From an optimization exercise on the open Yosys and OpenROAD flow, aimed at small area, a short achievable clock period and few clock cycles; shortcuts taken in it are not production practice.
In this exercise RTL edits were held to simulation tests only and were not proved equivalent to the original.
Power and IR drop assume default switching activity.

--- design.v ---
`timescale 1ns / 1ps
`default_nettype none
module centered_pixel_doubler (
  input  wire logic        clk,
  input  wire logic        rst_n,
  input  wire logic        in_push,
  output logic             in_full,
  input  wire logic [48:0] in_word,
  output logic             out_empty,
  input  wire logic        out_pop,
  output logic [56:0]      out_word,
  input  wire logic        cfg_we,
  input  wire logic [0:0]  cfg_index,
  input  wire logic [12:0] cfg_wdata
);
  logic [12:0] w_r, h_r;
  logic [12:0] wd_sat;
  assign wd_sat = (cfg_wdata[12] && (cfg_wdata[11:0] != 12'd0)) ? 13'd4096 : cfg_wdata;
  always_ff @(posedge clk) begin
    if (!rst_n) begin
      w_r <= 13'd512;
      h_r <= 13'd480;
    end else if (cfg_we) begin
      if (cfg_index == 1'b0) w_r <= wd_sat;
      else                   h_r <= wd_sat;
    end
  end
  logic        s_c;
  logic        s_r;           
  logic        w_lo;          
  logic        h_lo;          
  logic        neg_c;         
  logic [11:0] hh, ww;
  logic [11:0] b_c;           
  logic [12:0] kx_c;          
  logic        kci_c;         
  logic [13:0] wm_r;          
  logic [14:0] wm3_r;         
  logic [13:0] w3_c;
  logic        kc0_c;         
  always_comb begin
    hh    = h_r[12:1];
    kci_c = !s_c && (w_r[12:8] == 5'd0) && w_r[0];
    ww    = w_r[12:1];
    s_c   = (w_r[12:9] != 4'd0) && ((h_r[12:9] != 4'd0) || (h_r[8:5] == 4'b1111));
    w_lo  = (w_r[12:8] == 5'd0);
    h_lo  = (h_r[12:8] == 5'd0) && (h_r[7:4] != 4'b1111);
    neg_c = !s_c && h_lo && (h_r[7:0] != 8'd239);
    if (s_c)        b_c = 12'((hh - 12'd240) >> 1);
    else if (neg_c) b_c = hh + 12'd8 + {11'd0, h_r[0]};
    else            b_c = hh - 12'd120 + {11'd0, h_r[0] && h_lo};
    if (s_c)        kx_c = {1'b0, ww} - 13'd256;
    else if (neg_c) kx_c = {1'b0, ww} + {12'd0, kci_c};
    else            kx_c = {1'b0, ww} - 13'd128 + {12'd0, kci_c};
    kc0_c = s_c && h_r[1];
    w3_c  = {1'b0, w_r} + {w_r, 1'b0};
  end
  logic [8:0]  rb0_r;    
  logic [8:0]  q1_r;     
  logic [7:0]  cl_r;     
  logic [8:0]  hh9;
  logic [6:0]  u;
  logic        hbig;
  always_comb begin
    hh9  = hh[8:0];
    u    = 7'(hh9 - 9'd240);
    hbig = (hh[11:9] != 3'd0) || (hh9 >= 9'd282);
  end
  always_ff @(posedge clk) begin
    s_r  <= s_c;
    wm_r  <= s_c ? {w_r, 1'b0} : {1'b0, w_r};
    wm3_r <= s_c ? {w3_c, 1'b0} : {1'b0, w3_c};
    if (s_r) begin
      if (hbig) begin
        rb0_r <= 9'd261;
        q1_r  <= 9'd261;
      end else begin
        rb0_r <= 9'd240 + ((u == 7'd0) ? 9'd0 : 9'((u + 7'd1 + {6'd0, h_r[0]}) >> 1));
        q1_r  <= 9'd240 + 9'((u + {6'd0, h_r[0]}) >> 1);
      end
    end else begin
      if (hbig || hh9 >= 9'd141) rb0_r <= 9'd261;
      else if (!h_lo)            rb0_r <= hh9 + 9'd120 + {8'd0, h_r[0]};
      else                       rb0_r <= h_r[8:0];
      q1_r <= h_lo ? 9'(9'd120 - hh9 - {8'd0, h_r[0]}) : 9'd0;
    end
    cl_r <= (!s_r && w_lo) ? 8'(9'd128 - {1'b0, ww[7:0]} - {8'd0, w_r[0]}) : 8'd0;
  end
  localparam logic [2:0] KS_LOAD = 3'd0, KS_INIT = 3'd1, KS_RUN = 3'd2, KS_STORE = 3'd3,
                         KS_IDLE = 3'd4;
  logic        busy_r;       
  logic [2:0]  ks_r;
  logic [2:0]  ahi_r;        
  logic        first_r;      
  logic        neg_r;
  logic [23:0] k_reg_r;
  logic        in_full_r;    
  logic        acc_ok_r;     
  logic        p_valid_r;    
  logic [3:0]  p_rh_r;       
  logic [31:0] p_col_r;
  logic        p_r1_r;       
  logic [1:0]  j_r;          
  logic [2:0]  da_r, db_r;   
  logic [2:0]  dc_r, dd_r;   
  logic        kc0_r;
  logic [23:0] acc_s_r, acc_c_r;
  logic        o_valid_r, o_empty_r, o_lastq_r, o_r1_r;
  logic [1:0]  o_ph_r;
  logic        o_dw_r, o_dm_r;   
  logic        o_nlast_r;    
  logic        o_last_r;
  logic [23:0] o_idx_r;
  logic [31:0] o_col_r;
  logic [7:0]  in_c;
  logic [8:0]  in_r;
  logic        row0_ok, row1_ok, col_ok, nonempty;
  assign in_c = in_word[48:41];
  assign in_r = in_word[40:32];
  always_comb begin
    row1_ok  = (in_r < q1_r);
    row0_ok  = (in_r < rb0_r) && (s_r || !row1_ok);
    col_ok   = s_r || ((!w_lo || (in_c < w_r[7:0])) && !(in_c < cl_r));
    nonempty = row0_ok && col_ok;
  end
  logic [14:0] m1, m2, m3;
  logic [23:0] row_a, row_b, t_s, t_c, n_s, n_c;
  logic [23:0] init_c;
  logic [3:0]  init_d, next_d;
  logic        k_init, p_init;
  function automatic logic [14:0] pick(input logic [2:0] d, input logic [14:0] a,
                                       input logic [14:0] b, input logic [14:0] c);
    pick = ({15{d[0]}} & a) | ({15{d[1]}} & b) | ({15{d[2]}} & c);
  endfunction
  function automatic logic [2:0] onehot(input logic [1:0] d);
    onehot = {d == 2'd3, d == 2'd2, d == 2'd1};
  endfunction
  always_comb begin
    m1 = {1'b0, wm_r};
    m2 = {wm_r, 1'b0};
    m3 = wm3_r;
    row_a = {9'd0, pick(da_r, m1, m2, m3)} | {5'd0, pick(dc_r, m1, m2, m3), 4'd0};
    row_b = {7'd0, pick(db_r, m1, m2, m3), 2'd0} | {3'd0, pick(dd_r, m1, m2, m3), 6'd0};
    t_s = acc_s_r ^ acc_c_r ^ row_a;
    t_c = {((acc_s_r[22:0] & acc_c_r[22:0]) | (acc_s_r[22:0] & row_a[22:0]) |
            (acc_c_r[22:0] & row_a[22:0])), 1'b0};
    n_s = t_s ^ t_c ^ row_b;
    n_c = {((t_s[22:0] & t_c[22:0]) | (t_s[22:0] & row_b[22:0]) |
            (t_c[22:0] & row_b[22:0])), 1'b0};
    if (busy_r) begin
      if (!first_r)    init_c = {2'b0, m1[13:0], 8'd0};
      else if (neg_r)  init_c = {4'hF, ~w_r, 7'd0};
      else if (kc0_r)  init_c = {11'd0, w_r};
      else             init_c = 24'd0;
      init_d = first_r ? b_c[3:0] : 4'd0;
      next_d = first_r ? b_c[7:4] : 4'd0;
    end else begin
      init_c = (in_r[8] ? {2'b0, m1[13:0], 8'd0} : 24'd0) |
               (s_r ? {15'd0, in_c, 1'b0} : {16'd0, in_c});
      init_d = in_r[3:0];
      next_d = p_rh_r;
    end
    k_init = busy_r && (ks_r == KS_INIT);
    p_init = acc_ok_r;
  end
  logic        pop, o_free, p2o, o_adv, kstore;
  logic [23:0] delta, adv, cpa;
  logic        kdone;
  assign o_last_r = !o_nlast_r;
  always_comb begin
    pop    = out_pop && o_valid_r;
    o_free = !o_valid_r || (out_pop && o_last_r);
    p2o    = p_valid_r && (j_r == 2'd3) && o_free;
    o_adv  = pop && !o_last_r;
    delta = o_dm_r ? 24'hFFFFFF : (o_dw_r ? {11'd0, w_r} : 24'd1);
    cpa      = acc_s_r + acc_c_r;
    adv      = o_idx_r + delta;
    kstore   = busy_r && (ks_r == KS_RUN) && (j_r == 2'd3);
    kdone    = busy_r && (ks_r == KS_STORE);
  end
  logic p_valid_nxt, busy_nxt;
  always_comb begin
    if (acc_ok_r)   p_valid_nxt = in_push && nonempty;
    else            p_valid_nxt = p_valid_r && !p2o;
    busy_nxt = cfg_we || (busy_r && !(kdone && ahi_r == 3'd0));
  end
  always_ff @(posedge clk) begin
    if (!rst_n) begin
      busy_r    <= 1'b1;
      ks_r      <= KS_LOAD;
      in_full_r <= 1'b1;
      acc_ok_r  <= 1'b0;
      p_valid_r <= 1'b0;
      o_valid_r <= 1'b0;
      o_empty_r <= 1'b1;
      o_nlast_r <= 1'b0;
      o_lastq_r <= 1'b1;
    end else begin
      busy_r    <= busy_nxt;
      in_full_r <= busy_nxt || p_valid_nxt;
      acc_ok_r  <= !(busy_nxt || p_valid_nxt);
      p_valid_r <= p_valid_nxt;
      if (cfg_we)                 ks_r <= KS_LOAD;
      else if (ks_r == KS_LOAD)   ks_r <= KS_INIT;
      else if (ks_r == KS_INIT)   ks_r <= KS_RUN;
      else if (kstore)            ks_r <= KS_STORE;
      else if (kdone)             ks_r <= (ahi_r == 3'd0) ? KS_IDLE : KS_INIT;
      if (p2o) begin
        o_valid_r <= 1'b1;
        o_empty_r <= 1'b0;
        o_nlast_r <= s_r;
        o_lastq_r <= !s_r;
      end else if (o_adv) begin
        o_nlast_r <= (o_ph_r == 2'd0) ? o_r1_r : (o_ph_r != 2'd2);
        o_lastq_r <= (o_ph_r == 2'd0) ? !o_r1_r : (o_ph_r == 2'd2);
      end else if (pop) begin
        o_valid_r <= 1'b0;
        o_empty_r <= 1'b1;
      end
    end
  end
  always_ff @(posedge clk) begin
    if (p_init) begin
      p_rh_r  <= in_r[7:4];
      p_col_r <= in_word[31:0];
      p_r1_r  <= row1_ok;
    end
    if (p_init || k_init) begin
      acc_s_r <= k_reg_r;
      acc_c_r <= init_c;
      da_r    <= onehot(init_d[1:0]);
      db_r    <= onehot(init_d[3:2]);
      dc_r    <= 3'd0;
      dd_r    <= 3'd0;
      j_r     <= 2'd1;
    end else if (j_r == 2'd1 || j_r == 2'd2) begin
      acc_s_r <= n_s;
      acc_c_r <= n_c;
      da_r    <= 3'd0;
      db_r    <= 3'd0;
      dc_r    <= onehot(next_d[1:0]);
      dd_r    <= onehot(next_d[3:2]);
      j_r     <= j_r + 2'd1;
    end
    if (busy_r && ks_r == KS_LOAD) begin
      k_reg_r <= {{11{kx_c[12]}}, kx_c};
      kc0_r   <= kc0_c;
      neg_r   <= neg_c;
      ahi_r   <= b_c[10:8];
      first_r <= 1'b1;
    end else if (kdone) begin
      k_reg_r <= o_idx_r;
      ahi_r   <= ahi_r - 3'd1;
      first_r <= 1'b0;
    end
    if (p2o || o_adv || kstore) o_idx_r <= o_last_r ? cpa : adv;
    if (p2o) begin
      o_col_r <= p_col_r;
      o_ph_r  <= 2'd0;
      o_dw_r  <= 1'b0;
      o_dm_r  <= 1'b0;
      o_r1_r  <= p_r1_r;
    end else if (o_adv) begin
      o_ph_r  <= o_ph_r + 2'd1;
      o_dw_r  <= (o_ph_r == 2'd0);
      o_dm_r  <= (o_ph_r == 2'd1);
    end
  end
  assign in_full   = in_full_r;
  assign out_empty = o_empty_r;
  assign out_word  = {o_idx_r, o_col_r, o_lastq_r};
endmodule
`default_nettype wire
--- run.sh ---
#!/bin/bash
# synth_recipe.tcl (not shown) runs the flow's synth.tcl, then flattens the netlist and writes it again
# the make line also repeats each setting of config.mk as NAME=value (left out here)
make -C /OpenROAD-flow-scripts/flow DESIGN_CONFIG=/design/flow/config.mk WORK_HOME=/design/flow/orfs CLKGATE_MAP_FILE= SYNTH_SCRIPT=/design/flow/synth_recipe.tcl finish
--- config.mk ---
export PLATFORM = sky130hd
export DESIGN_NAME = centered_pixel_doubler
export DESIGN_NICKNAME = centered_pixel_doubler
export VERILOG_FILES = /design/flow/design.v
export SDC_FILE = /design/flow/constraint.sdc
export NUM_CORES = 4
export LEC_CHECK = 0
export ABC_CLOCK_PERIOD_IN_PS = 2200
export CAP_MARGIN = 20
export CORE_MARGIN = 2
export CORE_UTILIZATION = 40
export SETUP_SLACK_MARGIN = 3.2
export SLEW_MARGIN = 20
--- constraint.sdc ---
create_clock -name core_clock -period 6.0 [get_ports {clk}]
set_input_delay 1.2000 -clock core_clock [delete_from_list [all_inputs] [get_ports {clk}]]
set_output_delay 1.2000 -clock core_clock [all_outputs]
set_load 0.01 [all_outputs]
==> results by group, run 1 <==
Clock tree
  • CTS tree: yes
  • Clock slew at reported path FFs: roughly 0.060 ns
  • H-tree depth: 2
  • Number of buffers created by CTS: 34
  • Root buf cell: clkbuf_16
  • Clock latency on the worst-skew pair: ~0.53 ns
  • Clock buffer depth: 3
  • CTS sink cnt: between 200 and 300

Layout
  • Post-route cell area: 0.0225 mm^2
  • Share of cells above drive strength 1: 15.8%
  • Nets: 2296
  • Area of the multi-input gates: between 0.01 and 0.015 mm^2
  • Final core occ: about half
  • Commonest cells after routing, fill and taps aside: 253 x nand2_1, 177 x edfxtp_1, 120 x nor2_1, 120 x clkdlybuf4s50_1, 116 x ha_1
  • Fillers: 3952
  • Ant diodes: 0
  • Register area: 0.00748 mm^2
  • Area Growth Syn to Fin: 25.1%
  • Fin cells: 2657
  • Most common cell after layout, fill and taps aside: nand2_1

Synth
  • FF+latch count, synth: 282
  • Mapped cell area: 0.0180 mm^2
  • Avg Cell Area, Syn: 9.51 um^2
  • Synth warn: 1
  • Synth top area share: 29.6%
  • Asr flop ratio synth: 0%
  • Area leader, netlist: edfxtp_1
  • Main area contributors after synthesis: edfxtp_1 30%, dfxtp_1 12%, ha_1 10%
  • Mapped Cells: 1888
  • Post-synth EDFFs: ~180
  • Register area share after synthesis: 41.3%
  • Mapped Nets: 2144
  • Unique masters post-synth: 71
  • Post-synth top flop: edfxtp_1

STA
  • Min Tclk post-route: slightly below 3 ns
  • Hold Vio Cnt, Final: 0
  • Final worst setup slack: 3.08 ns
  • Tcrit/Tclk final: 48.6%
  • F_max: 0.343 GHz
  • RSZ-0062 raised after global routing: true
  • Count of final setup violators: 0
  • WHS: between 0.4 and 0.5 ns
  • Fin Clk Skew: 0.0148 ns
  • Setup TNS: 0 ns
  • Worst-margin pin slew: 1.10 ns
  • Final Max Slew Viols: 0
  • Rel. slew slack: 26.3%

Power and ir drop
  • Reg power frac: between 30% and 40%
  • Tot Pwr: 8.61 mW
  • Leak: 8.86 nW
  • Power Internal: 5.40 mW
  • Switch Pwr: approximately 3.2 mW
  • Sw frac: 37.3%
  • Max IR drop VDD: between 0.15 and 0.2 mV
  • Combinational Power Share: about 40%
  • PD cells: 384 mW/mm^2
  • Clk pwr share: a little under a quarter

Placement
  • Dpl cells: 2512
  • Placed Instance Area: 0.0198 mm^2
  • IO Port Bufs: 126
  • Detailed Place HPWL: 39000 um
  • Routability cong.: between 0.9 and 1
  • Pre-CTS setup slack: 2.39 ns

Floorplan
  • Num rows: between 70 and 80
  • Die H: between 200 and 250 um
  • Die footprint: 0.0466 mm^2
  • I/O pins: between 100 and 150
  • Die W: 216 um
  • Initial Util: 40.6%
  • Core ar.: 0.0442 mm^2

Job
  • Max Cap Violations: 0

Critical path
  • Worst reg-to-reg path cell count: 17
  • Worst Path Max Fanout: 6
  • Critical Path RT: approximately 6.3 ns
  • RR Startpoint: h_r[6]
  • WP data arrival: 3.19 ns
  • R2r setup slk: 3.08 ns
  • Crit path launch: h_r[6]
  • Crit Path Category: reg2reg
  • Worst r2r dst: k_reg_r[15]
  • Worst Setup EP: k_reg_r[15]
  • Worst Setup End Kind: flop
  • Startpoint Class: flop

Global routing
  • Vias in the first global route: 15000
  • Aggregate global-route resource usage: between 20% and 30%
  • Initial antenna violation count: 0
  • Largest net degree at the start of global routing: between 60 and 70
  • First-pass GRT wire length: 85400 um
  • Grt ovf: 0

Status
  • Status: timing/DRC/antenna clean

Routing
  • Iter 0 DRT Violations: 1228
  • Drt wl/cell: 20.6 um
  • Final WL: 54600 um
  • Antenna-violating nets left: 0
  • Via/cell ratio: 5.64
  • DRC viols: 0
  • Total vias in the final route: ~15000
  • 1st-pass router iterations: 7

Worst hold path
  • Min-delay worst type: reg2reg
  • Hold_sp: p_col_r[20]
## critical path: stages, from the launching register on
cell	delay, ns
dfxtp_4	0.36
ha_4	0.17
nand3_4	0.09
nand2_4	0.06
o31ai_4	0.22
inv_2	0.07
nor3_2	0.14
ha_2	0.24
buf_12	0.11
ha_4	0.11
and3_4	0.19
a21oi_2	0.06
o21ai_1	0.15
nand2_1	0.12
a31oi_4	0.18
buf_12	0.15
nor2_4	0.06
a21o_1	0.17
## sequential cells by signal, summed over array words and instances, names as in the netlist, 4 cells and up
name,cells
o_idx_r,24
k_reg_r,24
acc_s_r,24
p_col_r,32
wm_r,13
o_col_r,32
acc_c_r,24
p_rh_r,4
cl_r,8
w_r,13
rb0_r,9
h_r,13
q1_r,9
wm3_r,15
## cell families after synthesis
logic type / synth area share [%]
adder cells (fa/ha/maj): 14.9
flip-flops: 41.3
buffers and inverters: 4.66
AO/OA/AOI/OAI: 18.8
AND/OR/NAND/NOR: 13.8
multiplexers: 1.94
XOR/XNOR: 4.54
## cells in the mapped netlist, types with 8 or more instances
master / count
nor2b_1: 18
o21a_1: 9
a221oi_1: 9
a22oi_1: 58
nand2b_1: 15
o21bai_1: 11
a31oi_1: 27
o211ai_1: 12
and3_1: 10
o21ai_0: 109
nand3_1: 55
inv_1: 103
a211oi_1: 22
xnor2_1: 63
a21oi_1: 121
o31ai_1: 9
nor2_1: 128
mux2i_1: 29
o22ai_1: 14
clkbuf_1: 89
nand4_1: 14
a222oi_1: 16
nand2_1: 263
xor2_1: 30
buf_1: 8
and2_1: 8
nand3b_1: 14
edfxtp_1: 177
fa_1: 44
a21o_1: 45
ha_1: 144
dfxtp_1: 105
buf_2: 9
nor3_1: 16
## power groups by stage
stage / combinational, mW / clock (mW) / sequential, mW
after floorplan: 2.54 / 0 / 2.91
after global routing: 3.96 / 2.15 / 3.18
after detailed placement: 3.14 / 0 / 3.15
after global placement: 3.09 / 0 / 3.15
after CTS: 3.26 / 2.08 / 3.10
final: 3.45 / 2.03 / 3.13
## final cells by class
type | count | share of cell area, %
Multi-Input combinational cell | 1392 | 47.4
Sequential cell | 282 | 33.3
Timing Repair Buffer | 223 | 9.17
Clock buffer | 49 | 4.31
Tap cell | 592 | 3.30
Inverter | 106 | 1.94
Clock inverter | 12 | 0.546
Timing Repair inverter | 1 | 0.0334
## per-layer routing
layer | routed length (um) | up-vias | track usage [%] | share of wire [%]
li1 | - | 7125 | - | -
met1 | 24300 | 7194 | 31.9 | 44
met2 | 25300 | 545 | 37.1 | 46
met3 | 3320 | 114 | 3.44 | 6.1
met4 | 1740 | 0 | 7.89 | 3.2
met5 | 0 | - | 0 | 0
## worst min-delay path by stage
| stage | endpoint | cells after the start |
|---|---|---|
| after floorplan | o_col_r[0] | 0 |
| after global placement | o_col_r[28] | 0 |
| after detailed placement | o_col_r[13] | 0 |
| after CTS | o_col_r[20] | 0 |
| after global routing | o_col_r[2] | 0 |
| final | o_col_r[20] | 0 |
## timing repair
item | CTS | global route
setup endpoints to repair | 103 | 99
hold buffers | 0 | 0
cloned | 2 | 0
pin swaps | 28 | 76
setup buffers | 46 | 36
endpoints found under the hold margin | 0 | 0
gates resized for setup | 113 | 121
Testbench counts, summed over its fixed seeds: cycles 21,193.
==> run 2: changes to the inputs <==
--- a/config.mk
+++ b/config.mk
@@ -6,8 +6,7 @@
 export NUM_CORES = 4
 export LEC_CHECK = 0
-export ABC_CLOCK_PERIOD_IN_PS = 2200
 export CAP_MARGIN = 20
 export CORE_MARGIN = 2
 export CORE_UTILIZATION = 40
-export SETUP_SLACK_MARGIN = 3.2
+export SETUP_SLACK_MARGIN = 3.8
 export SLEW_MARGIN = 20
==> run 2 against run 1 <==
Effect of this change:
- still clean
- area after synthesis is the same
- combinational power grew 36%
- clock-buffer cell count shrank 9
- largest power group unchanged
==> results by group, run 2 <==
Synth
  • Most frequent cells after synthesis: 263 x nand2_1, 177 x edfxtp_1, 144 x ha_1
  • Main area contributors after synthesis: edfxtp_1 30%, dfxtp_1 12%, ha_1 10%
  • Post-synth top flop: edfxtp_1
  • Synth warn: 1 (unchanged)
  • Complex-gate fraction of the synthesized area: 18.8% (unchanged)
  • Mapped cell area: 0.0180 mm^2 (unchanged)
  • Mapped Nets: 2144 (unchanged)
  • Post-synth EDFFs: 177 (unchanged)
  • Mapped Cells: 1888 (unchanged)
  • Post-synthesis simple-gate area fraction: 13.8% (unchanged)
  • Largest family of logic cells by synthesized area: compound AO/OA/AOI/OAI gates
  • Register area share after synthesis: 41.3% (unchanged)
  • Unique masters post-synth: 71 (unchanged)
  • Post-Synth XOR/XNOR Area: 4.54% (unchanged)
  • Count leader, synth: nand2_1
  • Area leader, netlist: edfxtp_1
  • FF+latch count, synth: 282 (unchanged)
  • Post-Synth Adder-Cell Area: 14.9% (unchanged)
  • Avg Cell Area, Syn: 9.51 um^2 (unchanged)
  • Mux cell area share after synthesis: 1.94% (unchanged)
  • Asr flop ratio synth: 0% (unchanged)
  • Synth top area share: 29.6% (unchanged)

Routing
  • Via/cell ratio: 5.77 (+2.4%)
  • Total vias in the final route: 16100 (+7.4%)
  • DRC viols: 0 (unchanged)
  • 1st-pass router iterations: 6 (-1)
  • Drt wl/cell: 22.6 um (+10%)
  • Iter 0 DRT Violations: 1535 (+25%)
  • Final WL: 63000 um (+15%)
  • Antenna-violating nets left: 0 (unchanged)

Power and ir drop
  • Leak: 9.81 nW (+11%)
  • Max IR drop VDD: 0.227 mV (+22%)
  • PD cells: 399 mW/mm^2 (+3.9%)

Global routing
  • Grt ovf: 0 (unchanged)
  • Grt met1 use: 34.4% (+2.5 points)
  • Aggregate global-route resource usage: 26.3% (+3.2 points)
  • M2 GR Usage: 42.7% (+5.6 points)
  • Initial antenna violation count: 0 (unchanged)
  • Vias in the first global route: 15900 (+5.9%)
  • Met3 Track Usage GR: 4.90% (+1.5 points)
  • First-pass GRT wire length: 94700 um (+11%)
  • Gr busiest metal: met2
  • Largest net degree at the start of global routing: 55 (-14%)

Critical path
  • Most used cell, CP: ha_4
  • Critical-path cell list: ha_4 -> nand3_4 -> nand2_4 -> o31ai_4 -> buf_12 -> inv_6 -> nor3_4 -> ha_4 -> ha_4 -> and3_4 -> a21oi_4 -> o21ai_1 -> nand2_1 -> a31oi_4 -> buf_12 -> nor2_4 -> a21o_1
  • WP data arrival: 3.26 ns (+0.07 ns)
  • Worst r2r dst: k_reg_r[15]
  • Worst Path Max Fanout: 6 (unchanged)
  • Crit Path Category: reg2reg
  • Critical Path RT: 6.29 ns (+0.02 ns)
  • Buffers plus inverters on the worst setup path: 3 (unchanged)
  • Highest-delay cell along the critical path: dfxtp_4
  • R2r setup slk: 3.03 ns (-0.05 ns)
  • CP max stage delay: 0.36 ns (about the same)
  • Crit-path leading delay family: compound AO/OA/AOI/OAI gates
  • Worst reg-to-reg path cell count: 17 (unchanged)
  • Startpoint Class: flop
  • RR Startpoint: h_r[6]
  • Worst Setup End Kind: flop

STA
  • Worst-margin pin slew: 0.799 ns (-0.306 ns)
  • Hold Vio Cnt, Final: 0 (unchanged)
  • Rel. slew slack: 46.5% (+20 points)
  • Setup TNS: 0 ns (unchanged)
  • RSZ-0062 raised after global routing: true
  • F_max: 0.337 GHz (-1.8%)
  • Final Max Slew Viols: 0 (unchanged)
  • Tcrit/Tclk final: 49.5% (+0.88 points)
  • WHS: 0.416 ns (+0.000198 ns)
  • Fin Clk Skew: 0.0276 ns (+0.0128 ns)
  • Min Tclk post-route: 2.97 ns (+0.0528 ns)
  • Count of final setup violators: 0 (unchanged)

Placement
  • Dpl cells: 2514 (+0.080%)
  • Routability cong.: 0.944 (-2.7%)
  • IO Port Bufs: 126 (unchanged)
  • Placed Instance Area: 0.0202 mm^2 (+2.1%)
  • Detailed Place HPWL: 42900 um (+10%)

Layout
  • Ant diodes: 0 (unchanged)
  • Fin cells: 2787 (+4.9%)
  • Commonest cells after routing, fill and taps aside: 240 x nand2_1, 177 x edfxtp_1, 157 x buf_4
  • Top flop regs: o_col_r: 32 flops, p_col_r: 32 flops
  • Most common cell after layout, fill and taps aside: nand2_1
  • Fillers: 3753 (-5.0%)
  • Post-route cell area: 0.0246 mm^2 (+9.6%)
  • Area Growth Syn to Fin: 37.1%
  • Share of cells above drive strength 1: 32.2% (+16 points)
  • Nets: 2427 (+5.7%)

Clock tree
  • H-tree depth: 2 (unchanged)
  • Root buf cell: clkbuf_16
  • Clock slew at reported path FFs: 0.06 ns (about the same)
  • CTS sink cnt: 282 (unchanged)
  • Clock latency on the worst-skew pair: 0.55 ns (+0.02 ns)
  • CTS tree: yes
  • Clock buffer depth: 3 (unchanged)
  • Number of buffers created by CTS: 34 (unchanged)
  • Hold-fix buffers at CTS: 0 (unchanged)

Floorplan
  • Initial Util: 40.6% (unchanged)
  • Die H: 216 um (unchanged)
  • Die footprint: 0.0466 mm^2 (unchanged)
  • Num rows: 77 (unchanged)
  • I/O pins: 127 (unchanged)
  • Core ar.: 0.0442 mm^2 (unchanged)
  • Die W: 216 um (unchanged)

Worst hold path
  • Min-delay worst type: reg2reg
  • Hold_sp: p_col_r[24]
  • WHS Path Cells: 0 (unchanged)
  • Worst min-delay path endpoint: o_col_r[24]

Job
  • Max Cap Violations: 0 (unchanged)

Status
  • Status: timing/DRC/antenna clean
[run 2: cell counts after synthesis]
Identical to the previous run, type by type.
[run 2: how the worst max path moves through the flow]
stage          depth (start not counted)       start          end
4_1_cts                               10  acc_s_r[0]  o_idx_r[20]
2_1_floorplan                         19      h_r[5]  k_reg_r[13]
6_report                              17      h_r[6]  k_reg_r[15]
3_3_place_gp                          16      h_r[6]  k_reg_r[22]
3_5_place_dp                          16      h_r[6]  k_reg_r[15]
5_1_grt                               18      h_r[5]  k_reg_r[10]
[run 2: routing by layer]
metal  routed length (um)  up-vias
li1                     -     7393
met4                 2950        0
met5                    0        -
met1                25500     7783
met3                 5190      168
met2                29400      741
[run 2: stage by stage]
step	power (mW)	utilization, %	worst slack, ns
floorplan	5.56	-	2.79
global placement	6.55	45.7	2.36
detailed placement	6.61	45.7	2.26
CTS	9.27	53.0	3.12
global route	10.4	55.7	2.97
finish	9.81	55.7	3.03
[run 2: layout make-up]
class	count	area, um^2	share of cell area (%)
clock buffer	40	895	3.63
clock inverter	20	189	0.768
inverter	106	479	1.95
multi-input combinational	1393	11600	47.3
sequential	282	7520	30.5
tap	592	741	3.01
timing repair buffer	349	3110	12.6
timing repair inverter	5	35.0	0.142
[run 2: cells by family after synthesis]
family	after synthesis
and+or+nand+nor	560
AOI/OAI and AO/OA	516
DFF	282
buffers and inverters	215
adders and majority gates	188
xor gates and xnor gates	93
muxes	34
[run 2: what timing repair did]
item	in CTS	in global routing
hold endpoints to repair	0	0
gates resized for setup	595	160
gates cloned	8	1
pin swaps	162	125
endpoints found under the setup margin	349	264
buffers inserted	146	58
[run 2: where the power goes]
group          internal (mW)  total (mW)  switching, mW
logic                   2.08        4.68           2.60
registers               2.68        3.10          0.417
clock network           1.20        2.03          0.834
[run 2: worst register-to-register path, cell delays in order, from the launching register on]
cell and delay [ns]:
dfxtp_4 0.36, ha_4 0.17, nand3_4 0.09, nand2_4 0.06, o31ai_4 0.29, buf_12 0.15, inv_6 0.03, nor3_4 0.14
ha_4 0.19, ha_4 0.15, and3_4 0.22, a21oi_4 0.06, o21ai_1 0.14, nand2_1 0.11, a31oi_4 0.17, buf_12 0.15
nor2_4 0.05, a21o_1 0.18
==> run 3: changes to the inputs <==
--- a/design.v
+++ b/design.v
@@ -39,19 +39,19 @@
   logic [13:0] w3_c;
   logic        kc0_c;         
+  assign s_c = (w_r[12:9] != 4'd0) && ((h_r[12:9] != 4'd0) || (h_r[8:5] == 4'b1111));
   always_comb begin
     hh    = h_r[12:1];
-    kci_c = !s_c && (w_r[12:8] == 5'd0) && w_r[0];
+    kci_c = !s_r && (w_r[12:8] == 5'd0) && w_r[0];
     ww    = w_r[12:1];
-    s_c   = (w_r[12:9] != 4'd0) && ((h_r[12:9] != 4'd0) || (h_r[8:5] == 4'b1111));
     w_lo  = (w_r[12:8] == 5'd0);
     h_lo  = (h_r[12:8] == 5'd0) && (h_r[7:4] != 4'b1111);
-    neg_c = !s_c && h_lo && (h_r[7:0] != 8'd239);
-    if (s_c)        b_c = 12'((hh - 12'd240) >> 1);
+    neg_c = !s_r && h_lo && (h_r[7:0] != 8'd239);
+    if (s_r)        b_c = 12'((hh - 12'd240) >> 1);
     else if (neg_c) b_c = hh + 12'd8 + {11'd0, h_r[0]};
     else            b_c = hh - 12'd120 + {11'd0, h_r[0] && h_lo};
-    if (s_c)        kx_c = {1'b0, ww} - 13'd256;
+    if (s_r)        kx_c = {1'b0, ww} - 13'd256;
     else if (neg_c) kx_c = {1'b0, ww} + {12'd0, kci_c};
     else            kx_c = {1'b0, ww} - 13'd128 + {12'd0, kci_c};
-    kc0_c = s_c && h_r[1];
+    kc0_c = s_r && h_r[1];
     w3_c  = {1'b0, w_r} + {w_r, 1'b0};
   end
@@ -88,5 +88,5 @@
   end
   localparam logic [2:0] KS_LOAD = 3'd0, KS_INIT = 3'd1, KS_RUN = 3'd2, KS_STORE = 3'd3,
-                         KS_IDLE = 3'd4;
+                         KS_IDLE = 3'd4, KS_WAIT = 3'd5;
   logic        busy_r;       
   logic [2:0]  ks_r;
@@ -188,5 +188,5 @@
     if (!rst_n) begin
       busy_r    <= 1'b1;
-      ks_r      <= KS_LOAD;
+      ks_r      <= KS_WAIT;
       in_full_r <= 1'b1;
       acc_ok_r  <= 1'b0;
@@ -201,5 +201,6 @@
       acc_ok_r  <= !(busy_nxt || p_valid_nxt);
       p_valid_r <= p_valid_nxt;
-      if (cfg_we)                 ks_r <= KS_LOAD;
+      if (cfg_we)                 ks_r <= KS_WAIT;
+      else if (ks_r == KS_WAIT)   ks_r <= KS_LOAD;
       else if (ks_r == KS_LOAD)   ks_r <= KS_INIT;
       else if (ks_r == KS_INIT)   ks_r <= KS_RUN;
--- a/config.mk
+++ b/config.mk
@@ -9,4 +9,4 @@
 export CORE_MARGIN = 2
 export CORE_UTILIZATION = 40
-export SETUP_SLACK_MARGIN = 3.8
+export SETUP_SLACK_MARGIN = 3.2
 export SLEW_MARGIN = 20
==> run 3 against run 2 <==
Effect of this change:
- register-to-register slack worse by 0.08 ns
- die area up 0.15%
- final cell count down 5.9%
- critical path depth down 5
- non-clock buffer count down 147
- still clean on timing, DRC and antenna
- setup slack worse by 0.077 ns
- hold slack better by 0.0013 ns
- wire length down 12%
- global-route usage down 3.2 points
- first-iteration DRC count down 10%
- clock power down 2%
- sequential share of layout area up 3.6 points
==> results by group, run 3 <==
Floorplan
  • Initial Util: 40.6% (about the same)
  • Core ar.: 0.0443 mm^2 (+0.22%)
  • Die H: 216 um (about the same)
  • Num rows: 77 (unchanged)
  • Die W: 216 um (about the same)
  • I/O pins: 127 (unchanged)
  • Die footprint: 0.0467 mm^2 (+0.15%)

Routing
  • Antenna-violating nets left: 0 (unchanged)
  • Final WL: 55300 um (-12%)
  • Via/cell ratio: 5.69 (-1.4%)
  • Wire length on met1: 25100 um (-1.6%)
  • Total vias in the final route: 14900 (-7.2%)
  • Iter 0 DRT Violations: 1376 (-10%)
  • Met2 wire length: 25100 um (-15%)
  • DR WL met3: 3670 um (-29%)
  • DRC viols: 0 (unchanged)
  • Drt wl/cell: 21.1 um (-6.7%)
  • 1st-pass router iterations: 8 (+2)
  • DR top layer: met4

Global routing
  • Vias in the first global route: 14400 (-9.4%)
  • Largest net degree at the start of global routing: 62 (+13%)
  • Initial antenna violation count: 1 (+1)
  • Aggregate global-route resource usage: 23.1% (-3.2 points)
  • Grt ovf: 0 (unchanged)
  • First-pass GRT wire length: 85300 um (-9.9%)

Power and ir drop
  • Max IR drop VDD: 0.254 mV (+12%)
  • Power Internal: 5.28 mW (-11%)
  • Clk pwr share: 23.3% (+2.6 points)
  • Reg power frac: 35.9% (+4.3 points)
  • Switch Pwr: 3.24 mW (-16%)
  • Leak: 8.78 nW (-10%)
  • PD cells: 389 mW/mm^2 (-2.3%)
  • Sw frac: 38.1% (-1.2 points)
  • Combinational Power Share: 40.8% (-6.9 points)
  • Tot Pwr: 8.52 mW (-13%)

Critical path
  • Startpoint Class: flop
  • Worst r2r dst: o_idx_r[20]
  • Critical Path RT: 6.33 ns (+0.04 ns)
  • R2r setup slk: 2.95 ns (-0.08 ns)
  • Highest-delay cell along the critical path: dfxtp_4
  • Critical-path cell list: clkinvlp_4 -> nand3_4 -> ha_4 -> fa_2 -> a21o_1 -> a221oi_4 -> a31o_4 -> a211oi_4 -> a41o_1 -> a31oi_1 -> xor2_1 -> mux2i_1
  • RR Startpoint: w_r[0]
  • Worst Setup End Kind: flop
  • WP data arrival: 3.38 ns (+0.12 ns)
  • Crit-path leading delay family: compound AO/OA/AOI/OAI gates
  • Crit Path Category: reg2reg
  • Worst Path Max Fanout: 4 (-2)
  • Buffers plus inverters on the worst setup path: 1 (-2)
  • Worst reg-to-reg path cell count: 12 (-5)
  • CP max stage delay: 0.35 ns (about the same)

Synth
  • Most frequent cells after synthesis: 250 x nand2_1, 177 x edfxtp_1, 142 x ha_1
  • Asr flop ratio synth: 0% (unchanged)
  • Synth warn: 1 (unchanged)
  • Mapped Cells: 1870 (-0.95%)
  • Area leader, netlist: edfxtp_1
  • Main area contributors after synthesis: edfxtp_1 30%, dfxtp_1 12%, ha_1 9.9%
  • Post-synth top flop: edfxtp_1
  • Register area share after synthesis: 41.2% (-0.063 points)
  • Synth top area share: 29.6% (-0.045 points)
  • Count leader, synth: nand2_1
  • Unique masters post-synth: 76 (+7.0%)
  • Mapped Nets: 2124 (-0.93%)
  • FF+latch count, synth: 282 (unchanged)
  • Post-synth EDFFs: 177 (unchanged)
  • Mapped cell area: 0.0180 mm^2 (+0.15%)
  • Avg Cell Area, Syn: 9.62 um^2 (+1.1%)

Worst hold path
  • Min-delay worst type: reg2reg
  • Hold_sp: p_col_r[4]
  • WHS Path Cells: 0 (unchanged)
  • Worst min-delay path endpoint: o_col_r[4]

Clock tree
  • CTS sink cnt: 282 (unchanged)
  • Root buf cell: clkbuf_16
  • Clock latency on the worst-skew pair: 0.60 ns (+0.05 ns)
  • Clock buffer depth: 3 (unchanged)
  • Clock slew at reported path FFs: 0.06 ns (about the same)
  • CTS tree: yes
  • H-tree depth: 1 (-1)
  • Number of buffers created by CTS: 31 (-8.8%)

STA
  • Final Max Slew Viols: 0 (unchanged)
  • Fin Clk Skew: 0.0115 ns (-0.0162 ns)
  • Tcrit/Tclk final: 50.8% (+1.3 points)
  • Hold Vio Cnt, Final: 0 (unchanged)
  • F_max: 0.328 GHz (-2.5%)
  • Setup TNS: 0 ns (unchanged)
  • Rel. slew slack: 31.7% (-15 points)
  • RSZ-0062 raised after global routing: true
  • Count of final setup violators: 0 (unchanged)
  • Min Tclk post-route: 3.05 ns (+0.0774 ns)
  • Worst-margin pin slew: 1.02 ns (+0.225 ns)

Placement
  • IO Port Bufs: 126 (unchanged)
  • Routability cong.: 0.943 (about the same)
  • Detailed Place HPWL: 40400 um (-5.7%)

Layout
  • Nets: 2259 (-6.9%)
  • Final core occ: 49.4% (-6.3 points)
  • Most common cell after layout, fill and taps aside: nand2_1
  • Share of cells above drive strength 1: 13.1% (-19 points)
  • Area Growth Syn to Fin: 21.8%
  • Top flop regs: o_col_r: 32 flops, p_col_r: 32 flops
  • Commonest cells after routing, fill and taps aside: 245 x nand2_1, 177 x edfxtp_1, 128 x ha_1

Job
  • Max Cap Violations: 0 (unchanged)

Status
  • Status: timing/DRC/antenna clean
==> run 3: area by class of cell <==
cell class | count | area (um^2)
fillers | 4039 | 22400
clock buffers | 41 | 875
repair buffers | 202 | 1870
repair inverters | 2 | 12.5
well taps | 592 | 741
inverters | 107 | 440
diodes | 1 | 2.50
multi-input cells | 1379 | 10300
flip-flops and latches | 282 | 7470
clock inverters | 17 | 194
==> run 3: routing by layer <==
metal	up-vias	track usage, %
met2	550	37.1
met1	7249	32.6
li1	7020	-
met5	-	0
met3	104	3.97
met4	0	5.62
==> run 3: worst max path at each step <==
stage	from	end	slack, ns	cells after the start
final	w_r[0]	o_idx_r[20]	2.95	12
after global routing	w_r[0]	o_idx_r[20]	2.85	12
after CTS	w_r[0]	o_idx_r[16]	2.97	12
after detailed placement	in_word[42]	acc_ok_r	2.09	9
after global placement	in_word[42]	acc_ok_r	2.10	9
after floorplan	o_dm_r	o_idx_r[23]	3.14	12
==> run 3: worst register-to-register path: stages (launching register included) <==
cell,delay (ns)
dfxtp_4,0.35
clkinvlp_4,0.17
nand3_4,0.11
ha_4,0.18
fa_2,0.33
a21o_1,0.23
a221oi_4,0.33
a31o_4,0.23
a211oi_4,0.07
a41o_1,0.27
a31oi_1,0.21
xor2_1,0.21
mux2i_1,0.09
==> run 3: repair_timing <==
action / CTS / global route
setup buffers: 48 / 12
setup endpoints to repair: 131 / 119
hold buffers: 0 / 0
resized for setup: 91 / 75
pin swaps: 44 / 44
gates cloned: 1 / 2
==> run 3: cells by family (layout without fill, tap and decap cells) <==
family	after synthesis	after routing	synth area share, %
simple gates	549	550	13.7
buf+inv	210	369	4.53
other cells	0	1	0
compound gates	517	517	19.3
flops	282	282	41.2
mux	36	36	2.05
fa+ha+maj	186	186	14.8
xor+xnor	90	90	4.38
==> run 3: power groups by stage <==
stage | combinational (mW) | clock [mW] | sequential (mW)
final | 3.48 | 1.98 | 3.06
after CTS | 3.36 | 2.01 | 3.05
after global routing | 3.93 | 2.08 | 3.10
after detailed placement | 3.22 | 0 | 3.09
after global placement | 3.16 | 0 | 3.09
after floorplan | 2.53 | 0 | 2.86
==> run 3: per-stage QoR <==
| step | hold WS, ns | instances | worst slack (ns) | cell area (um^2) |
|---|---|---|---|---|
| 3_5_place_dp | 0.405 | 2501 | 2.09 | 19800 |
| 2_1_floorplan | 0.400 | 1870 | 3.14 | 18100 |
| 5_1_grt | 0.419 | 2622 | 2.85 | 21900 |
| 3_3_place_gp | 0.402 | 2501 | 2.10 | 19800 |
| 6_report | 0.418 | 2623 | 2.95 | 21900 |
| 4_1_cts | 0.419 | 2608 | 2.97 | 21500 |
Testbench counts of run 3, summed over its fixed seeds: cycles 21,201.
==> run 4: changes to the inputs <==
--- a/design.v
+++ b/design.v
@@ -133,4 +133,12 @@
     pick = ({15{d[0]}} & a) | ({15{d[1]}} & b) | ({15{d[2]}} & c);
   endfunction
+  function automatic logic [23:0] csel_add(input logic [23:0] a, input logic [23:0] b);
+    logic [12:0] lo;
+    logic [11:0] hi0, hi1;
+    lo  = {1'b0, a[11:0]} + {1'b0, b[11:0]};
+    hi0 = a[23:12] + b[23:12];
+    hi1 = a[23:12] + b[23:12] + 12'd1;
+    csel_add = {lo[12] ? hi1 : hi0, lo[11:0]};
+  endfunction
   function automatic logic [2:0] onehot(input logic [1:0] d);
     onehot = {d == 2'd3, d == 2'd2, d == 2'd1};
@@ -174,6 +182,6 @@
     o_adv  = pop && !o_last_r;
     delta = o_dm_r ? 24'hFFFFFF : (o_dw_r ? {11'd0, w_r} : 24'd1);
-    cpa      = acc_s_r + acc_c_r;
-    adv      = o_idx_r + delta;
+    cpa      = csel_add(acc_s_r, acc_c_r);
+    adv      = csel_add(o_idx_r, delta);
     kstore   = busy_r && (ks_r == KS_RUN) && (j_r == 2'd3);
     kdone    = busy_r && (ks_r == KS_STORE);
==> run 4 against run 3 <==
Effect of this change:
- die area increased by 1.0%
- combinational power increased by 9.8%
- hold slack got worse by 0.0089 ns
- final cell count increased by 1.8%
- setup slack improved by 0.031 ns
- clock power increased by 11%
- first-iteration DRC count decreased by 3.6%
- synthesized cell count increased by 0.53%
- area after synthesis increased by 1.0%
- critical path type unchanged
- flip-flop and latch count unchanged
- largest power group unchanged
- clock skew increased by 0.0094 ns
==> results by group, run 4 <==
Synth
  • Synth warn: 1 (unchanged)
  • Most frequent cells after synthesis: 245 x nand2_1, 177 x edfxtp_1, 145 x ha_1
  • Avg Cell Area, Syn: 9.66 um^2 (+0.51%)
  • Post-synth EDFFs: 177 (unchanged)
  • Main area contributors after synthesis: edfxtp_1 29%, dfxtp_1 12%, ha_1 10%
  • Unique masters post-synth: 76 (unchanged)
  • FF+latch count, synth: 282 (unchanged)
  • Post-synth top flop: edfxtp_1
  • Count leader, synth: nand2_1
  • Mapped cell area: 0.0182 mm^2 (+1.0%)
  • Synth top area share: 29.3% (-0.31 points)
  • Area leader, netlist: edfxtp_1
  • Mapped Cells: 1880 (+0.53%)
  • Asr flop ratio synth: 0% (unchanged)
  • Register area share after synthesis: 40.8% (-0.43 points)
  • Mapped Nets: 2139 (+0.71%)

Critical path
  • Worst reg-to-reg path cell count: 15 (+3)
  • Worst Path Max Fanout: 4 (unchanged)
  • WP data arrival: 3.30 ns (-0.08 ns)
  • R2r setup slk: 2.98 ns (+0.03 ns)
  • RR Startpoint: o_dm_r
  • Buffers plus inverters on the worst setup path: 5 (+4)
  • Critical-path cell list: inv_8 -> buf_4 -> buf_6 -> nand3_4 -> ha_4 -> fa_2 -> a211oi_2 -> o211ai_1 -> a41oi_2 -> o21ai_2 -> buf_4 -> buf_6 -> mux2_2 -> nand2_1 -> o21ai_1
  • CP max stage delay: 0.39 ns (+0.04 ns)
  • Crit Path Category: reg2reg
  • Worst Setup End Kind: flop
  • Worst r2r dst: o_idx_r[13]
  • Crit-path leading delay family: compound AO/OA/AOI/OAI gates
  • Critical Path RT: 6.29 ns (-0.04 ns)
  • Highest-delay cell along the critical path: dfxtp_4
  • Startpoint Class: flop

Floorplan
  • Die footprint: 0.0471 mm^2 (+1.0%)
  • I/O pins: 127 (unchanged)
  • Num rows: 78 (+1.3%)
  • Die H: 217 um (+0.51%)
  • Core ar.: 0.0451 mm^2 (+1.7%)
  • Die W: 217 um (+0.51%)
  • Initial Util: 40.3% (-0.28 points)

STA
  • Hold Vio Cnt, Final: 0 (unchanged)
  • F_max: 0.332 GHz (+1.0%)
  • Worst-margin pin slew: 0.814 ns (-0.211 ns)
  • Final Max Slew Viols: 0 (unchanged)
  • Tcrit/Tclk final: 50.3% (-0.52 points)
  • WHS: 0.409 ns (-0.00892 ns)
  • Rel. slew slack: 45.6% (+14 points)
  • Setup TNS: 0 ns (unchanged)
  • RSZ-0062 raised after global routing: true
  • Min Tclk post-route: 3.02 ns (-0.0315 ns)
  • Count of final setup violators: 0 (unchanged)
  • Fin Clk Skew: 0.0209 ns (+0.00943 ns)

Clock tree
  • CTS tree: yes
  • Clock latency on the worst-skew pair: 0.57 ns (-0.03 ns)
  • Clock buffer depth: 3 (unchanged)
  • CTS sink cnt: 282 (unchanged)
  • Hold-fix buffers at CTS: 0 (unchanged)
  • Number of buffers created by CTS: 35 (+13%)
  • Clock slew at reported path FFs: 0.06 ns (about the same)
  • Root buf cell: clkbuf_16
  • H-tree depth: 2 (+1)

Layout
  • Nets: 2303 (+1.9%)
  • Commonest cells after routing, fill and taps aside: 238 x nand2_1, 177 x edfxtp_1, 128 x ha_1
  • Fin cells: 2671 (+1.8%)
  • Post-route cell area: 0.0225 mm^2 (+2.9%)
  • Area Growth Syn to Fin: 24.0%
  • Top flop regs: o_col_r: 32 flops, p_col_r: 32 flops
  • Share of cells above drive strength 1: 15.5% (+2.4 points)
  • Most common cell after layout, fill and taps aside: nand2_1
  • Ant diodes: 0 (-1)

Placement
  • Routability cong.: 0.928 (-1.6%)
  • Placed Instance Area: 0.0200 mm^2 (+0.93%)
  • Detailed Place HPWL: 41500 um (+2.7%)
  • Dpl cells: 2518 (+0.68%)
  • IO Port Bufs: 126 (unchanged)

Routing
  • Total vias in the final route: 15100 (+1.5%)
  • Final WL: 56800 um (+2.7%)
  • Antenna-violating nets left: 0 (unchanged)
  • 1st-pass router iterations: 7 (-1)
  • Iter 0 DRT Violations: 1327 (-3.6%)
  • Drt wl/cell: 21.3 um (+0.84%)
  • DRC viols: 0 (unchanged)
  • Via/cell ratio: 5.67 (-0.34%)

Worst hold path
  • Min-delay worst type: reg2reg
  • Hold_sp: p_col_r[11]
  • Worst min-delay path endpoint: o_col_r[11]
  • WHS Path Cells: 0 (unchanged)

Global routing
  • Grt ovf: 0 (unchanged)
  • Initial antenna violation count: 0 (-1)
  • First-pass GRT wire length: 86400 um (+1.4%)
  • Largest net degree at the start of global routing: 55 (-11%)
  • Aggregate global-route resource usage: 23.8% (+0.67 points)
  • Vias in the first global route: 14900 (+3.0%)

Power and ir drop
  • Max IR drop VDD: 0.247 mV (-2.9%)
  • Tot Pwr: 9.06 mW (+6.3%)
  • Leak: 8.97 nW (+2.2%)
  • PD cells: 402 mW/mm^2 (+3.3%)

Status
  • Status: timing/DRC/antenna clean

Job
  • Max Cap Violations: 0 (unchanged)
-- run 4: power breakdown --
group | internal [mW] | leakage (nW) | switching (mW)
Clock | 1.29 | 0.586 | 0.900
Sequential | 2.63 | 2.53 | 0.423
Combinational | 1.66 | 5.86 | 2.16
Total | 5.58 | 8.97 | 3.48
-- run 4: layout make-up --
class	instances	area, um^2
clock buffer	40	916
clock inverter	24	278
fill	4171	22600
inverter	111	467
multi-input combinational	1387	10600
sequential	282	7490
tap	600	751
timing repair buffer	226	2050
timing repair inverter	1	7.51
-- run 4: worst register-to-register path, cell delays in order (launching register included) --
cell and delay [ns]:
dfxtp_4 0.39, inv_8 0.08, buf_4 0.10, buf_6 0.10, nand3_4 0.08, ha_4 0.18
fa_2 0.38, a211oi_2 0.29, o211ai_1 0.18, a41oi_2 0.22, o21ai_2 0.11, buf_4 0.14
buf_6 0.12, mux2_2 0.26, nand2_1 0.06, o21ai_1 0.06
-- run 4: how the worst max path moves through the flow --
stage                     cells past startpoint          end  slack, ns  startpoint
after floorplan                              17      dd_r[0]       2.96      h_r[9]
after global placement                       13  k_reg_r[21]       2.33      w_r[8]
after detailed placement                     13  k_reg_r[22]       2.17      w_r[8]
after CTS                                    12  o_idx_r[23]       3.03      o_dm_r
after global routing                         12  o_idx_r[23]       2.84      o_dm_r
final                                        15  o_idx_r[13]       2.98      o_dm_r
-- run 4: per-stage QoR --
step	worst slack [ns]	util, %
4_1_cts	3.03	48.5
3_3_place_gp	2.33	44.4
2_1_floorplan	2.96	-
5_1_grt	2.84	50.0
3_5_place_dp	2.17	44.4
6_report	2.98	50.0
-- run 4: timing repair --
action / in CTS / in global routing
gates resized for setup: 88 / 101
setup endpoints to repair: 229 / 165
pin swaps: 37 / 36
setup buffers: 50 / 37
gates cloned: 2 / 0
-- run 4: logic make-up after synthesis --
| group | after synthesis | synth area share [%] |
|---|---|---|
| compound gates | 486 | 17.7 |
| mux | 36 | 2.04 |
| fa+ha+maj | 191 | 15.1 |
| simple gates | 563 | 14.1 |
| xor+xnor | 110 | 5.38 |
| buf+inv | 212 | 4.85 |
| flops | 282 | 40.8 |
-- run 4: layer usage --
layer	vias up	GRT usage, %	part of all wire, %
li1	7092	-	-
met1	7325	30.2	40
met2	595	41.0	49
met3	132	3.37	6.1
met4	0	9.32	4.2
met5	-	0	0
Testbench counts of run 4, summed over its fixed seeds: cycles 21,201.
==> run 5: changes to the inputs <==
--- a/design.v
+++ b/design.v
@@ -243,12 +243,12 @@
       dd_r    <= 3'd0;
       j_r     <= 2'd1;
-    end else if (j_r == 2'd1 || j_r == 2'd2) begin
+    end else begin
       acc_s_r <= n_s;
       acc_c_r <= n_c;
       da_r    <= 3'd0;
       db_r    <= 3'd0;
-      dc_r    <= onehot(next_d[1:0]);
-      dd_r    <= onehot(next_d[3:2]);
-      j_r     <= j_r + 2'd1;
+      dc_r    <= (j_r == 2'd1) ? onehot(next_d[1:0]) : 3'd0;
+      dd_r    <= (j_r == 2'd1) ? onehot(next_d[3:2]) : 3'd0;
+      if (j_r != 2'd3) j_r <= j_r + 2'd1;
     end
     if (busy_r && ks_r == KS_LOAD) begin
==> run 5 against run 4 <==
Effect of this change:
- via count is 4.4% lower
- combinational power is 52% lower
- setup slack worse by 0.072 ns
- first-iteration DRC count down 13%
- core utilization fell by 1.3 points
- sequential share of layout area shrank 0.82 points
- hold slack gained 0.0021 ns
- synthesized cell count decreased by 0.53%
- cell area shrank 5.0%
- global-route usage fell by 1.4 points
- critical path depth is 3 lower
- final cell count down 2.1%
==> results by group, run 5 <==
Worst hold path
  • Min-delay worst type: reg2reg

Synth
  • Register area share after synthesis: 38.8% (-2.0 points)
  • FF+latch count, synth: 282 (unchanged)
  • Area leader, netlist: edfxtp_1
  • Avg Cell Area, Syn: 9.47 um^2 (-2.1%)
  • Mapped Cells: 1870 (-0.53%)
  • Most frequent cells after synthesis: 233 x nand2_1, 159 x dfxtp_1, 146 x ha_1
  • Post-synth EDFFs: 123 (-31%)
  • Mapped Nets: 2130 (-0.42%)
  • Unique masters post-synth: 87 (+14%)
  • Count leader, synth: nand2_1
  • Main area contributors after synthesis: edfxtp_1 21%, dfxtp_1 18%, ha_1 10%
  • Post-synth top flop: dfxtp_1
  • Synth top area share: 20.9% (-8.4 points)
  • Mapped cell area: 0.0177 mm^2 (-2.6%)
  • Asr flop ratio synth: 0% (unchanged)
  • Synth warn: 1 (unchanged)

Critical path
  • R2r setup slk: 2.91 ns (-0.07 ns)
  • Crit-path leading delay family: compound AO/OA/AOI/OAI gates
  • Worst Path Max Fanout: 7 (+3)
  • Startpoint Class: flop
  • Critical-path cell list: buf_8 -> a21o_1 -> fa_2 -> a211o_1 -> a21oi_4 -> a221oi_4 -> a221oi_4 -> nor4_4 -> and4b_1 -> buf_4 -> nand4_1 -> o2111ai_1
  • Crit Path Category: reg2reg
  • CP max stage delay: 0.41 ns (+0.02 ns)
  • Buffers plus inverters on the worst setup path: 2 (-3)
  • Most used cell, CP: a221oi_4
  • Critical Path RT: 6.28 ns (about the same)
  • WP data arrival: 3.37 ns (+0.07 ns)
  • Worst Setup End Kind: flop
  • Highest-delay cell along the critical path: dfxtp_4

Routing
  • Drt wl/cell: 19.9 um (-6.2%)
  • Final WL: 52200 um (-8.2%)
  • Antenna-violating nets left: 0 (unchanged)
  • Total vias in the final route: 14500 (-4.4%)
  • Via/cell ratio: 5.54 (-2.3%)
  • 1st-pass router iterations: 7 (unchanged)
  • Iter 0 DRT Violations: 1158 (-13%)
  • DRC viols: 0 (unchanged)

Global routing
  • Initial antenna violation count: 0 (unchanged)
  • Grt ovf: 0 (unchanged)
  • Largest net degree at the start of global routing: 56 (+1.8%)
  • First-pass GRT wire length: 81900 um (-5.3%)
  • Aggregate global-route resource usage: 22.4% (-1.4 points)
  • Vias in the first global route: 14400 (-3.3%)

Clock tree
  • CTS tree: yes
  • Hold-fix buffers at CTS: 0 (unchanged)
  • Root buf cell: clkbuf_16
  • H-tree depth: 2 (unchanged)
  • Clock buffer depth: 3 (unchanged)
  • Clock latency on the worst-skew pair: 0.55 ns (-0.02 ns)
  • CTS sink cnt: 282 (unchanged)
  • Number of buffers created by CTS: 34 (-2.9%)
  • Clock slew at reported path FFs: 0.06 ns (about the same)

Placement
  • IO Port Bufs: 126 (unchanged)
  • Routability cong.: 0.893 (-3.8%)
  • Detailed Place HPWL: 37400 um (-9.9%)

Layout
  • Most common cell after layout, fill and taps aside: nand2_1
  • Top flop regs: o_col_r: 32 flops, p_col_r: 32 flops
  • Nets: 2258 (-2.0%)
  • Final core occ: 48.7% (-1.3 points)
  • Area Growth Syn to Fin: 20.9%
  • Share of cells above drive strength 1: 12.3% (-3.3 points)
  • Fillers: 4141 (-0.72%)
  • Commonest cells after routing, fill and taps aside: 232 x nand2_1, 136 x dfxtp_1, 135 x ha_1
  • Ant diodes: 0 (unchanged)

STA
  • Min Tclk post-route: 3.09 ns (+0.0723 ns)
  • Tcrit/Tclk final: 51.5% (+1.2 points)
  • Final Max Slew Viols: 0 (unchanged)
  • Count of final setup violators: 0 (unchanged)
  • Hold Vio Cnt, Final: 0 (unchanged)
  • RSZ-0062 raised after global routing: true
  • Fin Clk Skew: 0.0236 ns (+0.00268 ns)
  • Setup TNS: 0 ns (unchanged)
  • Worst-margin pin slew: 1.08 ns (+0.266 ns)
  • F_max: 0.324 GHz (-2.3%)
  • Rel. slew slack: 27.9% (-18 points)

Floorplan
  • Initial Util: 40.3% (about the same)
  • Die W: 214 um (-1.3%)
  • Num rows: 77 (-1.3%)
  • Die H: 214 um (-1.3%)
  • Die footprint: 0.0460 mm^2 (-2.5%)
  • Core ar.: 0.0439 mm^2 (-2.6%)
  • I/O pins: 127 (unchanged)

Power and ir drop
  • Max IR drop VDD: 0.161 mV (-35%)
  • Leak: 8.71 nW (-2.9%)
  • PD cells: 296 mW/mm^2 (-26%)

Job
  • Max Cap Violations: 0 (unchanged)

Status
  • Status: timing/DRC/antenna clean
[run 5: cell count changes in the layout (fill, tap and decap cells not counted), sizes merged, moves of 5 or more]
| cell | previous run | this run |
|---|---|---|
| o211ai | 19 | 12 |
| dfxtp | 105 | 159 |
| edfxtp | 177 | 123 |
| buf | 100 | 68 |
| a31oi | 20 | 13 |
| o2111ai | 0 | 5 |
| nand2b | 22 | 17 |
| nand2 | 245 | 233 |
| and3 | 12 | 18 |
| clkinv | 18 | 13 |
| nand3 | 60 | 49 |
| a21oi | 108 | 98 |
| o21a | 9 | 15 |
| a21o | 40 | 55 |
[run 5: path summary, 6_finish.rpt]
kind               startpoint           to  depth (start not counted)
setup / recovery       o_dm_r  o_idx_r[23]                         12
hold / removal    p_col_r[21]  o_col_r[21]                          0
setup reg to reg       o_dm_r  o_idx_r[23]                         12
hold reg to reg   p_col_r[21]  o_col_r[21]                          0
[run 5: metal layers]
metal,GRT usage [%],routed length (um)
met3,2.72,2800
met1,31.2,23900
met4,7.06,1310
met5,0,0
met2,36.5,24100
[run 5: kinds of logic (layout without fill, tap and decap cells)]
family | after synthesis | after routing | synth area share (%)
and+or+nand+nor | 547 | 548 | 14.4
AOI/OAI and AO/OA | 495 | 495 | 19.2
DFF | 282 | 282 | 38.8
buffers and inverters | 211 | 364 | 4.68
adders and majority gates | 192 | 192 | 15.5
xor gates and xnor gates | 110 | 110 | 5.44
muxes | 33 | 33 | 1.88
[run 5: per-stage QoR]
stage	setup slack (ns)	area, um^2	hold WS, ns	instances	total power, mW
floorplan	2.86	17800	0.400	1870	3.81
global placement	2.40	19500	0.400	2503	4.22
detailed placement	2.35	19500	0.405	2503	4.27
CTS	2.90	21000	0.412	2595	6.35
global route	2.78	21400	0.421	2616	6.76
finish	2.91	21400	0.411	2616	6.34
[run 5: what timing repair did]
action / CTS / global route
pin swaps: 19 / 23
cloned: 1 / 0
resized for setup: 61 / 67
setup buffers: 29 / 21
endpoints found under the setup margin: 91 / 74
[run 5: cell type report]
| class | count | area (um^2) | area share (%) |
|---|---|---|---|
| Tap cell | 592 | 741 | 3.46 |
| Timing Repair Buffer | 194 | 1800 | 8.39 |
| Inverter | 108 | 437 | 2.04 |
| Sequential cell | 282 | 6940 | 32.4 |
| Clock inverter | 18 | 170 | 0.795 |
| Multi-Input combinational cell | 1378 | 10400 | 48.6 |
| Clock buffer | 44 | 928 | 4.34 |
[run 5: power by group]
| group | internal (mW) | switching, mW |
|---|---|---|
| Combinational | 0.808 | 1.03 |
| Clock | 1.19 | 0.845 |
| Sequential | 2.24 | 0.230 |
| Total | 4.24 | 2.10 |
Testbench counts of run 5, summed over its fixed seeds: cycles 21,201.
==> run 6: changes to the inputs <==
--- a/config.mk
+++ b/config.mk
@@ -9,4 +9,4 @@
 export CORE_MARGIN = 2
 export CORE_UTILIZATION = 40
-export SETUP_SLACK_MARGIN = 3.2
+export SETUP_SLACK_MARGIN = 3.5
 export SLEW_MARGIN = 20
==> run 6 against run 5 <==
Effect of this change:
- total power is 2.8% higher
- combinational power increased by 3%
- largest cell class unchanged
- global-route usage grew 0.61 points
- critical path type unchanged
- still clean on timing, DRC and antenna
==> results by group, run 6 <==
Synth
  • Register area share after synthesis: 38.8% (unchanged)
  • Post-Synth Adder-Cell Area: 15.5% (unchanged)
  • Mux cell area share after synthesis: 1.88% (unchanged)
  • Count leader, synth: nand2_1
  • Main area contributors after synthesis: edfxtp_1 21%, dfxtp_1 18%, ha_1 10%
  • Avg Cell Area, Syn: 9.47 um^2 (unchanged)
  • Asr flop ratio synth: 0% (unchanged)
  • Mapped Nets: 2130 (unchanged)
  • Post-synth EDFFs: 123 (unchanged)
  • Post-synth top flop: dfxtp_1
  • Mapped Cells: 1870 (unchanged)
  • Mapped cell area: 0.0177 mm^2 (unchanged)
  • Largest family of logic cells by synthesized area: compound AO/OA/AOI/OAI gates
  • Synth top area share: 20.9% (unchanged)
  • Post-synthesis simple-gate area fraction: 14.4% (unchanged)
  • Most frequent cells after synthesis: 233 x nand2_1, 159 x dfxtp_1, 146 x ha_1
  • Post-Synth XOR/XNOR Area: 5.44% (unchanged)
  • Area leader, netlist: edfxtp_1
  • Synth warn: 1 (unchanged)
  • Complex-gate fraction of the synthesized area: 19.2% (unchanged)
  • Unique masters post-synth: 87 (unchanged)
  • FF+latch count, synth: 282 (unchanged)

Placement
  • IO Port Bufs: 126 (unchanged)
  • Detailed Place HPWL: 36700 um (-1.8%)
  • Placed Instance Area: 0.0196 mm^2 (+0.58%)
  • Routability cong.: 0.938 (+5.0%)

Worst hold path
  • Min-delay worst type: reg2reg
  • Hold_sp: p_col_r[8]

Critical path
  • Critical-path cell list: a21o_1 -> ha_4 -> fa_2 -> a21o_1 -> a221o_1 -> a22oi_2 -> nand2_2 -> nor4_4 -> and4b_2 -> mux2i_1 -> o2111ai_1
  • R2r setup slk: 2.86 ns (-0.06 ns)
  • Highest-delay cell along the critical path: dfxtp_4
  • Crit path launch: w_r[12]
  • Worst Setup End Kind: flop
  • Startpoint Class: flop
  • Critical Path RT: 6.28 ns (about the same)
  • CP max stage delay: 0.41 ns (about the same)
  • WP data arrival: 3.43 ns (+0.06 ns)
  • Buffers plus inverters on the worst setup path: 0 (-2)
  • Crit-path leading delay family: compound AO/OA/AOI/OAI gates
  • Worst Path Max Fanout: 10 (+3)
  • Crit Path Category: reg2reg
  • RR Startpoint: w_r[12]
  • Most used cell, CP: a21o_1

STA
  • Min Tclk post-route: 3.14 ns (+0.0560 ns)
  • Count of final setup violators: 0 (unchanged)
  • Tcrit/Tclk final: 52.4% (+0.93 points)
  • Rel. slew slack: 31.3% (+3.5 points)
  • Worst-margin pin slew: 1.03 ns (-0.0496 ns)
  • F_max: 0.318 GHz (-1.8%)
  • Hold Vio Cnt, Final: 0 (unchanged)
  • Setup TNS: 0 ns (unchanged)
  • Fin Clk Skew: 0.0186 ns (-0.00502 ns)
  • Final Max Slew Viols: 0 (unchanged)
  • RSZ-0062 raised after global routing: true

Floorplan
  • Die footprint: 0.0460 mm^2 (unchanged)
  • Num rows: 77 (unchanged)
  • Core ar.: 0.0439 mm^2 (unchanged)
  • Die W: 214 um (unchanged)
  • I/O pins: 127 (unchanged)
  • Die H: 214 um (unchanged)
  • Initial Util: 40.3% (unchanged)

Layout
  • Post-route cell area: 0.0227 mm^2 (+6.0%)
  • Top flop regs: o_col_r: 32 flops, p_col_r: 32 flops
  • Area Growth Syn to Fin: 28.2%
  • Ant diodes: 0 (unchanged)
  • Most common cell after layout, fill and taps aside: nand2_1
  • Nets: 2344 (+3.8%)
  • Commonest cells after routing, fill and taps aside: 230 x nand2_1, 132 x dfxtp_1, 123 x edfxtp_1
  • Share of cells above drive strength 1: 19.5% (+7.2 points)

Job
  • Max Cap Violations: 0 (unchanged)

Clock tree
  • CTS tree: yes
  • CTS sink cnt: 282 (unchanged)
  • Clock buffer depth: 3 (unchanged)
  • Clock slew at reported path FFs: 0.06 ns (about the same)
  • Root buf cell: clkbuf_16
  • Number of buffers created by CTS: 35 (+2.9%)
  • Clock latency on the worst-skew pair: 0.55 ns (about the same)
  • H-tree depth: 2 (unchanged)

Routing
  • Final WL: 53800 um (+3.2%)
  • Drt wl/cell: 19.9 um (-0.15%)
  • 1st-pass router iterations: 7 (unchanged)
  • Via/cell ratio: 5.51 (-0.45%)
  • Total vias in the final route: 14900 (+2.9%)
  • DRC viols: 0 (unchanged)
  • Antenna-violating nets left: 0 (unchanged)
  • Iter 0 DRT Violations: 1137 (-1.8%)

Power and ir drop
  • Switch Pwr: 2.13 mW (+1.1%)
  • Clk pwr share: 33.2% (+1.1 points)
  • Power Internal: 4.39 mW (+3.7%)
  • Max IR drop VDD: 0.192 mV (+19%)
  • PD cells: 287 mW/mm^2 (-3.0%)
  • Sw frac: 32.6% (-0.57 points)
  • Combinational Power Share: 29.1% (about the same)
  • Leak: 9.41 nW (+8.0%)
  • Reg power frac: 37.7% (-1.2 points)

Global routing
  • Initial antenna violation count: 0 (unchanged)
  • Grt ovf: 0 (unchanged)
  • First-pass GRT wire length: 84400 um (+3.1%)
  • Aggregate global-route resource usage: 23.0% (+0.61 points)
  • Largest net degree at the start of global routing: 56 (unchanged)
  • Vias in the first global route: 14800 (+3.0%)

Status
  • Status: timing/DRC/antenna clean
-- run 6: metal layers --
metal  share of wire, %  vias up  global-route usage [%]
met2                 46      471                    37.6
li1                   -     7134                       -
met1                 44     7184                    31.5
met3                6.5      111                    3.42
met4                3.0        0                    7.45
met5                  0        -                       0
-- run 6: worst register-to-register path, stage by stage (launching register included) --
cell and delay, ns:
dfxtp_4 0.41, a21o_1 0.24, ha_4 0.19, fa_2 0.34, a21o_1 0.22, a221o_1 0.34
a22oi_2 0.23, nand2_2 0.10, nor4_4 0.20, and4b_2 0.31, mux2i_1 0.19, o2111ai_1 0.11
-- run 6: cells by family after synthesis --
family / Yosys count
fa+ha+maj: 192
flops: 282
xor+xnor: 110
simple gates: 547
compound gates: 495
mux: 33
buf+inv: 211
-- run 6: what timing repair did --
action                     CTS  global route
pin swaps                   62            56
resized for setup          231           104
hold buffers                 0             0
buffers inserted            98            38
gates cloned                 4             1
setup endpoints to repair  222            95
-- run 6: area by class of cell --
type,instances,area (um^2)
Inverter,108,470
Timing Repair inverter,2,15.0
Timing Repair Buffer,275,2440
Sequential cell,282,6960
Clock buffer,53,1100
Multi-Input combinational cell,1380,10900
Tap cell,592,741
Fill cell,4031,21200
Clock inverter,11,100
-- run 6: power by group through the flow --
stage	registers (mW)	clock network (mW)	logic (mW)
floorplan	2.40	0	1.43
global route	2.49	2.28	2.16
CTS	2.46	2.21	1.84
finish	2.46	2.16	1.90
global placement	2.50	0	1.73
detailed placement	2.51	0	1.76
-- run 6: per-stage QoR --
step                      hold slack, ns  power (mW)  std cells  util [%]  setup WS, ns
after detailed placement           0.405        4.27       2498      44.6          2.28
after global placement             0.401        4.23       2498      44.6          2.27
after floorplan                    0.400        3.82       1870         -          2.86
after global routing               0.423        6.93       2703      51.7          2.70
after CTS                          0.413        6.50       2664      50.1          2.89
final                              0.416        6.52       2703      51.7          2.86
-- run 6: final timing paths --
kind	endpoint	cells past startpoint
worst min-delay path	o_col_r[8]	0
worst max-delay path	o_idx_r[23]	11
worst min register to register	o_col_r[8]	0
worst max register to register	o_idx_r[23]	11

## re-timing with driven ports
The flow's constraints put no driver on any port. The routed layouts listed below were extracted and timed again, unchanged, in two steps. Step 1: set_driving_cell puts a clkbuf_16 on clk and a buf_2 on each other input, an assumption about the parent block. Step 2 also shifts input and output timing later by t, the mid clock arrival at the registers, as if the neighbouring blocks saw the same clock. Slacks: ideal ports / drivers / drivers and shift; pairs: ideal ports / drivers.
run	shift t [ns]	setup WS [ns]
run 1	0.577	3.083 / 3.083 / 2.709
run 2	0.589	3.030 / 3.030 / 2.994
run 3	0.645	2.953 / 2.953 / 2.689
run 4	0.613	2.984 / 2.984 / 2.690
run 5	0.596	2.912 / 2.912 / 2.717
run 6	0.600	2.856 / 2.856 / 2.856
After both steps setup and hold are still met in every run listed.
